From an optimization exercise on the open Yosys and OpenROAD flow, aimed at small area, a short achievable clock period and few clock cycles; shortcuts taken in it are not production practice. The RTL was checked by simulation tests, not by an equivalence proof against the original design.

==> flow/design.v <==
`timescale 1ns/1ps
module preset_rom (
    input  logic [2:0]             preset,
    input  logic [5-1:0] row,
    output logic [40-1:0]  pattern
);
    always_comb begin
        pattern = '0;
        case (preset)
            3'd1: begin
                case (row)
                    5'd0:    pattern = (40'(7'b1) << (40 - (1) - (1)));
                    5'd1:    pattern = (40'(7'b11) << (40 - (2) - (2)));
                    5'd2:    pattern = (40'(7'b11) << (40 - (1) - (2)));
                    default: pattern = '0;
                endcase
            end
            3'd2: begin
                case (row)
                    5'd13, 5'd17:        pattern = (40'(7'b10101) << (40 - (17) - (5)));
                    5'd14, 5'd15, 5'd16: pattern = (40'(7'b10001) << (40 - (17) - (5)));
                    default:             pattern = '0;
                endcase
            end
            3'd3: begin
                case (row)
                    5'd13, 5'd14: pattern = (40'(7'b11011) << (40 - (17) - (5)));
                    5'd15:        pattern = (40'(7'b01010) << (40 - (17) - (5)));
                    5'd16, 5'd17: pattern = (40'(7'b1010101) << (40 - (16) - (7)));
                    5'd18:        pattern = (40'(7'b1100011) << (40 - (16) - (7)));
                    default:      pattern = '0;
                endcase
            end
            default: pattern = '0;    
        endcase
    end
endmodule
`timescale 1ns/1ps
module life_row_rule (
    input  logic [40-1:0] above,
    input  logic [40-1:0] middle,
    input  logic [40-1:0] below,
    output logic [40-1:0] next
);
    localparam int C = 40;
    logic [C+1:0] l, h;
    assign l[0] = 1'b0;
    assign h[0] = 1'b0;
    assign l[C+1] = 1'b0;
    assign h[C+1] = 1'b0;
    for (genvar i = 0; i < C; i++) begin : g_col
        assign {h[i+1], l[i+1]} = 2'(above[i]) + 2'(middle[i]) + 2'(below[i]);
    end
    for (genvar i = 0; i < C; i += 2) begin : g_pair
        logic [1:0] ph;
        logic       p0, k, z0, z1, z2;
        assign {k, p0} = 2'(l[i+1]) + 2'(l[i+2]);
        assign ph      = 2'(h[i+1]) + 2'(h[i+2]) + 2'(k);
        assign z0      = (ph == 2'd0);
        assign z1      = (ph == 2'd1);
        assign z2      = (ph == 2'd2);
        assign next[i]   = rule(z0, z1, z2, h[i],   l[i],   p0, middle[i]);
        assign next[i+1] = rule(z0, z1, z2, h[i+3], l[i+3], p0, middle[i+1]);
    end
    function automatic logic rule(input logic z0, input logic z1, input logic z2,
                                  input logic v1, input logic v0, input logic p0,
                                  input logic m);
        logic w1, w2;
        w1   = v1 ? z0 : z1;
        w2   = v1 ? z1 : z2;
        rule = (w1 && ((p0 ^ v0) || (m && p0 && v0))) || (w2 && m && !p0 && !v0);
    endfunction
endmodule
`timescale 1ns/1ps
module life_engine (
    input  logic                   clk,
    input  logic                   reset_n,
    input  logic                   preset_load,
    input  logic [2:0]             preset_sel,
    input  logic                   toggle,
    input  logic [6-1:0] cell_x,
    input  logic [5-1:0] cell_y,
    input  logic                   step,
    input  logic                   rd_en,
    input  logic [5-1:0] rd_row,
    output logic                   busy,
    output logic                   rd_valid,
    output logic [40-1:0]  rd_data
);
    localparam int C = 40;
    localparam int R = 30;
    localparam int K = 6;       
    localparam int G = R / K;                
    logic         busy_q;
    logic         op_pre, op_tgl, op_stp, op_rd;    
    logic         run_pre, run_stp;   
    logic [G-1:0] ptr;                
    logic [2:0]   sel_q;
    logic [4:0]   xh_q;               
    logic [7:0]   xl_q;               
    logic [G-1:0] y_grp;              
    logic [K-1:0] y_off;              
    logic [K-1:0] row_hit;            
    logic         accept;
    assign accept = !busy_q && (preset_load || toggle || step || rd_en);
    assign busy   = busy_q;
    logic [G-1:0]           y_grp_d;
    logic [K-1:0]           y_off_d;
    logic [4:0]             xh_d;
    logic [7:0]             xl_d;
    always_comb begin
        y_grp_d = '0;
        y_off_d = '0;
        for (int g = 0; g < G; g++)
            for (int j = 0; j < K; j++)
                if (cell_y == 5'(g * K + j)) begin
                    y_grp_d[g] = 1'b1;
                    y_off_d[j] = 1'b1;
                end
        xh_d = '0;
        xl_d = '0;
        for (int h = 0; h < 5; h++)
            if (cell_x[5:3] == 3'(h)) xh_d[h] = 1'b1;
        for (int l = 0; l < 8; l++)
            if (cell_x[2:0] == 3'(l)) xl_d[l] = 1'b1;
    end
    always_ff @(posedge clk) begin
        if (!busy_q) begin
            sel_q <= preset_sel;
            xh_q  <= xh_d;
            xl_q  <= xl_d;
            y_grp <= y_grp_d;
            y_off <= y_off_d;
        end
    end
    logic [G-1:0] ptr_nx;
    assign ptr_nx = {ptr[G-2:0], ptr[G-1]};
    logic tgl_here;       
    logic tgl_next;       
    logic turn_end;       
    assign tgl_here = |(ptr & y_grp);
    assign tgl_next = |(ptr_nx & y_grp);
    assign turn_end = (run_pre || run_stp) && ptr[G-1];
    logic pre_nx, stp_nx, tgl_nx, run_pre_nx, run_stp_nx;
    assign pre_nx     = op_pre && !turn_end;
    assign stp_nx     = op_stp && !turn_end;
    assign tgl_nx     = op_tgl && !tgl_here;
    assign run_pre_nx = pre_nx && (run_pre || ptr_nx[0]);
    assign run_stp_nx = stp_nx && (run_stp || ptr_nx[0]);
    always_ff @(posedge clk or negedge reset_n) begin
        if (!reset_n) begin
            busy_q   <= 1'b0;
            op_pre   <= 1'b0;
            op_tgl   <= 1'b0;
            op_stp   <= 1'b0;
            op_rd    <= 1'b0;
            ptr      <= G'(1);
            rd_valid <= 1'b0;
        end else begin
            ptr      <= ptr_nx;
            rd_valid <= op_rd;
            if (accept) begin
                op_pre <= preset_load;
                op_tgl <= !preset_load && toggle;
                op_stp <= !preset_load && !toggle && step;
                op_rd  <= !preset_load && !toggle && !step && rd_en;
                busy_q <= 1'b1;
            end else begin
                op_pre <= pre_nx;
                op_tgl <= tgl_nx;
                op_stp <= stp_nx;
                op_rd  <= 1'b0;
                busy_q <= ((pre_nx || stp_nx) && !((run_pre_nx || run_stp_nx) && ptr_nx[G-1])) ||
                          (tgl_nx && !tgl_next);
            end
        end
    end
    always_ff @(posedge clk) begin
        if (accept) begin
            run_pre <= preset_load && ptr_nx[0];
            run_stp <= !preset_load && !toggle && step && ptr_nx[0];
            row_hit <= (!preset_load && toggle && |(ptr_nx & y_grp_d)) ? y_off_d : '0;
        end else begin
            run_pre <= run_pre_nx;
            run_stp <= run_stp_nx;
            row_hit <= (tgl_nx && tgl_next) ? y_off : '0;
        end
    end
    logic [R*C-1:0] grid;
    logic [C-1:0]   prev;      
    logic [C-1:0] head [0:K-1];
    for (genvar j = 0; j < K; j++) begin : g_head
        assign head[j] = grid[j*C +: C];
    end
    logic [C-1:0] above, below;
    assign above = prev;
    if (G > 2) begin : g_below
        logic [C-1:0] below_q;
        always_ff @(posedge clk) begin
            below_q <= ptr[G-2] ? '0 : grid[2*K*C +: C];
        end
        assign below = below_q;
    end else begin : g_below
        assign below = ptr[G-1] ? '0 : grid[K*C +: C];
    end
    logic [C-1:0] col_hit;
    for (genvar b = 0; b < C; b++) begin : g_colhit
        assign col_hit[b] = xh_q[(C - 1 - b) / 8] && xl_q[(C - 1 - b) % 8];
    end
    logic [K*C-1:0] eng_out;
    for (genvar j = 0; j < K; j++) begin : g_row
        logic [C-1:0] up, dn, nxt, pat, pass, keep;
        assign up = (j == 0)     ? above : head[(j == 0) ? 0 : j - 1];
        assign dn = (j == K - 1) ? below : head[(j == K - 1) ? 0 : j + 1];
        life_row_rule u_rule (
            .above  (up),
            .middle (head[j]),
            .below  (dn),
            .next   (nxt)
        );
        logic [C-1:0] pat_g [0:G-1];
        for (genvar g = 0; g < G; g++) begin : g_rom
            preset_rom u_rom (
                .preset  (sel_q),
                .row     (5'(g * K + j)),
                .pattern (pat_g[g])
            );
        end
        always_comb begin
            pat = '0;
            for (int g = 0; g < G; g++)
                pat = pat | (pat_g[g] & {C{ptr[g]}});
        end
        assign pass = head[j] ^ (row_hit[j] ? col_hit : '0);
        assign keep = run_pre ? pat : pass;
        assign eng_out[j*C +: C] = run_stp ? nxt : keep;
    end
    always_ff @(posedge clk) begin
        grid[(G-1)*K*C +: K*C] <= eng_out;
        for (int p = 0; p < G - 1; p++)
            grid[p*K*C +: K*C] <= grid[(p+1)*K*C +: K*C];
        prev <= ptr[G-1] ? '0 : head[K-1];
    end
    logic [R-1:0] rd_sel, rd_sel_d;
    logic [C-1:0] rd_word;
    always_comb begin
        rd_sel_d = '0;
        for (int p = 0; p < G; p++)
            for (int j = 0; j < K; j++)
                for (int v = 0; v < G; v++)
                    if (ptr_nx[v] && rd_row == 5'(((v + p) % G) * K + j))
                        rd_sel_d[p*K + j] = 1'b1;
    end
    always_ff @(posedge clk) begin
        rd_sel <= rd_sel_d;
    end
    always_comb begin
        rd_word = '0;
        for (int q = 0; q < R; q++)
            rd_word = rd_word | (grid[q*C +: C] & {C{rd_sel[q]}});
    end
    always_ff @(posedge clk) begin
        rd_data <= rd_word;
    end
endmodule
`timescale 1ns/1ps
module life_top (
    input  logic                   clk,
    input  logic                   reset_n,
    input  logic                   preset_load,
    input  logic [2:0]             preset_sel,
    input  logic                   toggle,
    input  logic [6-1:0] cell_x,
    input  logic [5-1:0] cell_y,
    input  logic                   step,
    input  logic                   rd_en,
    input  logic [5-1:0] rd_row,
    output logic                   busy,
    output logic                   rd_valid,
    output logic [40-1:0]  rd_data
);
    life_engine u_life_engine (
        .clk         (clk),
        .reset_n     (reset_n),
        .preset_load (preset_load),
        .preset_sel  (preset_sel),
        .toggle      (toggle),
        .cell_x      (cell_x),
        .cell_y      (cell_y),
        .step        (step),
        .rd_en       (rd_en),
        .rd_row      (rd_row),
        .busy        (busy),
        .rd_valid    (rd_valid),
        .rd_data     (rd_data)
    );
endmodule
make LEC_CHECK=0 CAP_MARGIN=20 CORE_MARGIN=2 CORE_UTILIZATION=55 CTS_CLUSTER_DIAMETER=100 CTS_CLUSTER_SIZE=20 SETUP_SLACK_MARGIN=4.25 SLEW_MARGIN=20 finish   # period 7.0 ns
run.sh (not shown) runs the stock make flow with config.mk's settings and CLKGATE_MAP_FILE= SYNTH_SCRIPT=/design/flow/synth_recipe.tcl, a recipe that flattens the netlist after the stock synthesis.
Testbench counts at the start, summed over its fixed seeds: cycles 4,592.
Then changed:
--- a/flow/design.v
+++ b/flow/design.v
@@ -100,8 +100,9 @@
     logic [7:0]   xl_q;               
     logic [G-1:0] y_grp;              
     logic [K-1:0] y_off;              
     logic [K-1:0] row_hit;            
+    logic [K-1:0] row_hit2;           
     logic         accept;
     assign accept = !busy_q && (preset_load || toggle || step || rd_en);
     assign busy   = busy_q;
     logic [G-1:0]           y_grp_d;
@@ -135,17 +136,25 @@
     end
     logic [G-1:0] ptr_nx;
     assign ptr_nx = {ptr[G-2:0], ptr[G-1]};
     logic tgl_here;       
+    logic tgl_here2;      
     logic tgl_next;       
+    localparam int Q2 = (G > 3) ? G - 2 : 0;
+    logic [G-1:0] ptr_q2, ptr_nx_q2;     
+    for (genvar g = 0; g < G; g++) begin : g_ptrq2
+        assign ptr_q2[g]    = ptr[(g + G - Q2) % G];
+        assign ptr_nx_q2[g] = ptr_nx[(g + G - Q2) % G];
+    end
     logic turn_end;       
     assign tgl_here = |(ptr & y_grp);
-    assign tgl_next = |(ptr_nx & y_grp);
+    assign tgl_here2 = (Q2 > 0) && |(ptr_q2 & y_grp);
+    assign tgl_next  = |(ptr_nx & y_grp) || ((Q2 > 0) && |(ptr_nx_q2 & y_grp));
     assign turn_end = (run_pre || run_stp) && ptr[G-1];
     logic pre_nx, stp_nx, tgl_nx, run_pre_nx, run_stp_nx;
     assign pre_nx     = op_pre && !turn_end;
     assign stp_nx     = op_stp && !turn_end;
-    assign tgl_nx     = op_tgl && !tgl_here;
+    assign tgl_nx     = op_tgl && !tgl_here && !tgl_here2;
     assign run_pre_nx = pre_nx && (run_pre || ptr_nx[0]);
     assign run_stp_nx = stp_nx && (run_stp || ptr_nx[0]);
     always_ff @(posedge clk or negedge reset_n) begin
         if (!reset_n) begin
@@ -179,12 +188,14 @@
         if (accept) begin
             run_pre <= preset_load && ptr_nx[0];
             run_stp <= !preset_load && !toggle && step && ptr_nx[0];
             row_hit <= (!preset_load && toggle && |(ptr_nx & y_grp_d)) ? y_off_d : '0;
+            row_hit2 <= (Q2 > 0 && !preset_load && toggle && |(ptr_nx_q2 & y_grp_d)) ? y_off_d : '0;
         end else begin
             run_pre <= run_pre_nx;
             run_stp <= run_stp_nx;
-            row_hit <= (tgl_nx && tgl_next) ? y_off : '0;
+            row_hit <= (tgl_nx && |(ptr_nx & y_grp)) ? y_off : '0;
+            row_hit2 <= (Q2 > 0 && tgl_nx && |(ptr_nx_q2 & y_grp)) ? y_off : '0;
         end
     end
     logic [R*C-1:0] grid;
     logic [C-1:0]   prev;      
@@ -207,8 +218,12 @@
     for (genvar b = 0; b < C; b++) begin : g_colhit
         assign col_hit[b] = xh_q[(C - 1 - b) / 8] && xl_q[(C - 1 - b) % 8];
     end
     logic [K*C-1:0] eng_out;
+    logic [K*C-1:0] tgl_mask2;     
+    for (genvar j = 0; j < K; j++) begin : g_mask2
+        assign tgl_mask2[j*C +: C] = row_hit2[j] ? col_hit : '0;
+    end
     for (genvar j = 0; j < K; j++) begin : g_row
         logic [C-1:0] up, dn, nxt, pat, pass, keep;
         assign up = (j == 0)     ? above : head[(j == 0) ? 0 : j - 1];
         assign dn = (j == K - 1) ? below : head[(j == K - 1) ? 0 : j + 1];
@@ -237,9 +252,12 @@
     end
     always_ff @(posedge clk) begin
         grid[(G-1)*K*C +: K*C] <= eng_out;
         for (int p = 0; p < G - 1; p++)
-            grid[p*K*C +: K*C] <= grid[(p+1)*K*C +: K*C];
+            if (Q2 > 0 && p == Q2 - 1)
+                grid[p*K*C +: K*C] <= grid[(p+1)*K*C +: K*C] ^ tgl_mask2;
+            else
+                grid[p*K*C +: K*C] <= grid[(p+1)*K*C +: K*C];
         prev <= ptr[G-1] ? '0 : head[K-1];
     end
     logic [R-1:0] rd_sel, rd_sel_d;
     logic [C-1:0] rd_word;
After rerunning: Routed wire length rises by about 7%. Setup slack gets better by 0.020 ns. Synthesized area rises by about 5%. Synthesized cell count rises by 8.6%. Sequential share of layout area falls by 1.7 points. Critical path depth falls by 1. Core utilization falls by 0.52 points.
Testbench counts after the change, summed over its fixed seeds: cycles 4,317.

[separate check: timing with driven ports]
Ports are ideal in the flow. The routed layouts listed here were re-timed in OpenROAD. Step 1 (the two cells are an assumption about what drives the block):
set clk [get_ports {clk}]
set_driving_cell -lib_cell sky130_fd_sc_hd__clkbuf_16 $clk
set_driving_cell -lib_cell sky130_fd_sc_hd__buf_2 [delete_from_list [all_inputs] $clk]
Step 2, shift: input delay + t, output delay - t, t = (earliest + latest rising clock arrival at the registers) / 2. This alone moves slack from input paths to output paths. a / b / c = ideal / step 1 / step 2; a / b = the first two.
run	shift t [ns]	slack for setup (ns)	worst setup path at the end	worst register clock-pin slew, ns	cell pins on the clock port's net
the first run	0.788	4.214 / 4.195 / 3.705	input to register	0.10 / 0.10	1
the second run	0.786	4.234 / 4.178 / 3.788	input to register	0.10 / 0.10	1
After both steps every run listed still meets setup and hold. The setup slack of the first run, which loses most, moves by -0.019 ns with the drivers and by -0.509 ns with both steps.
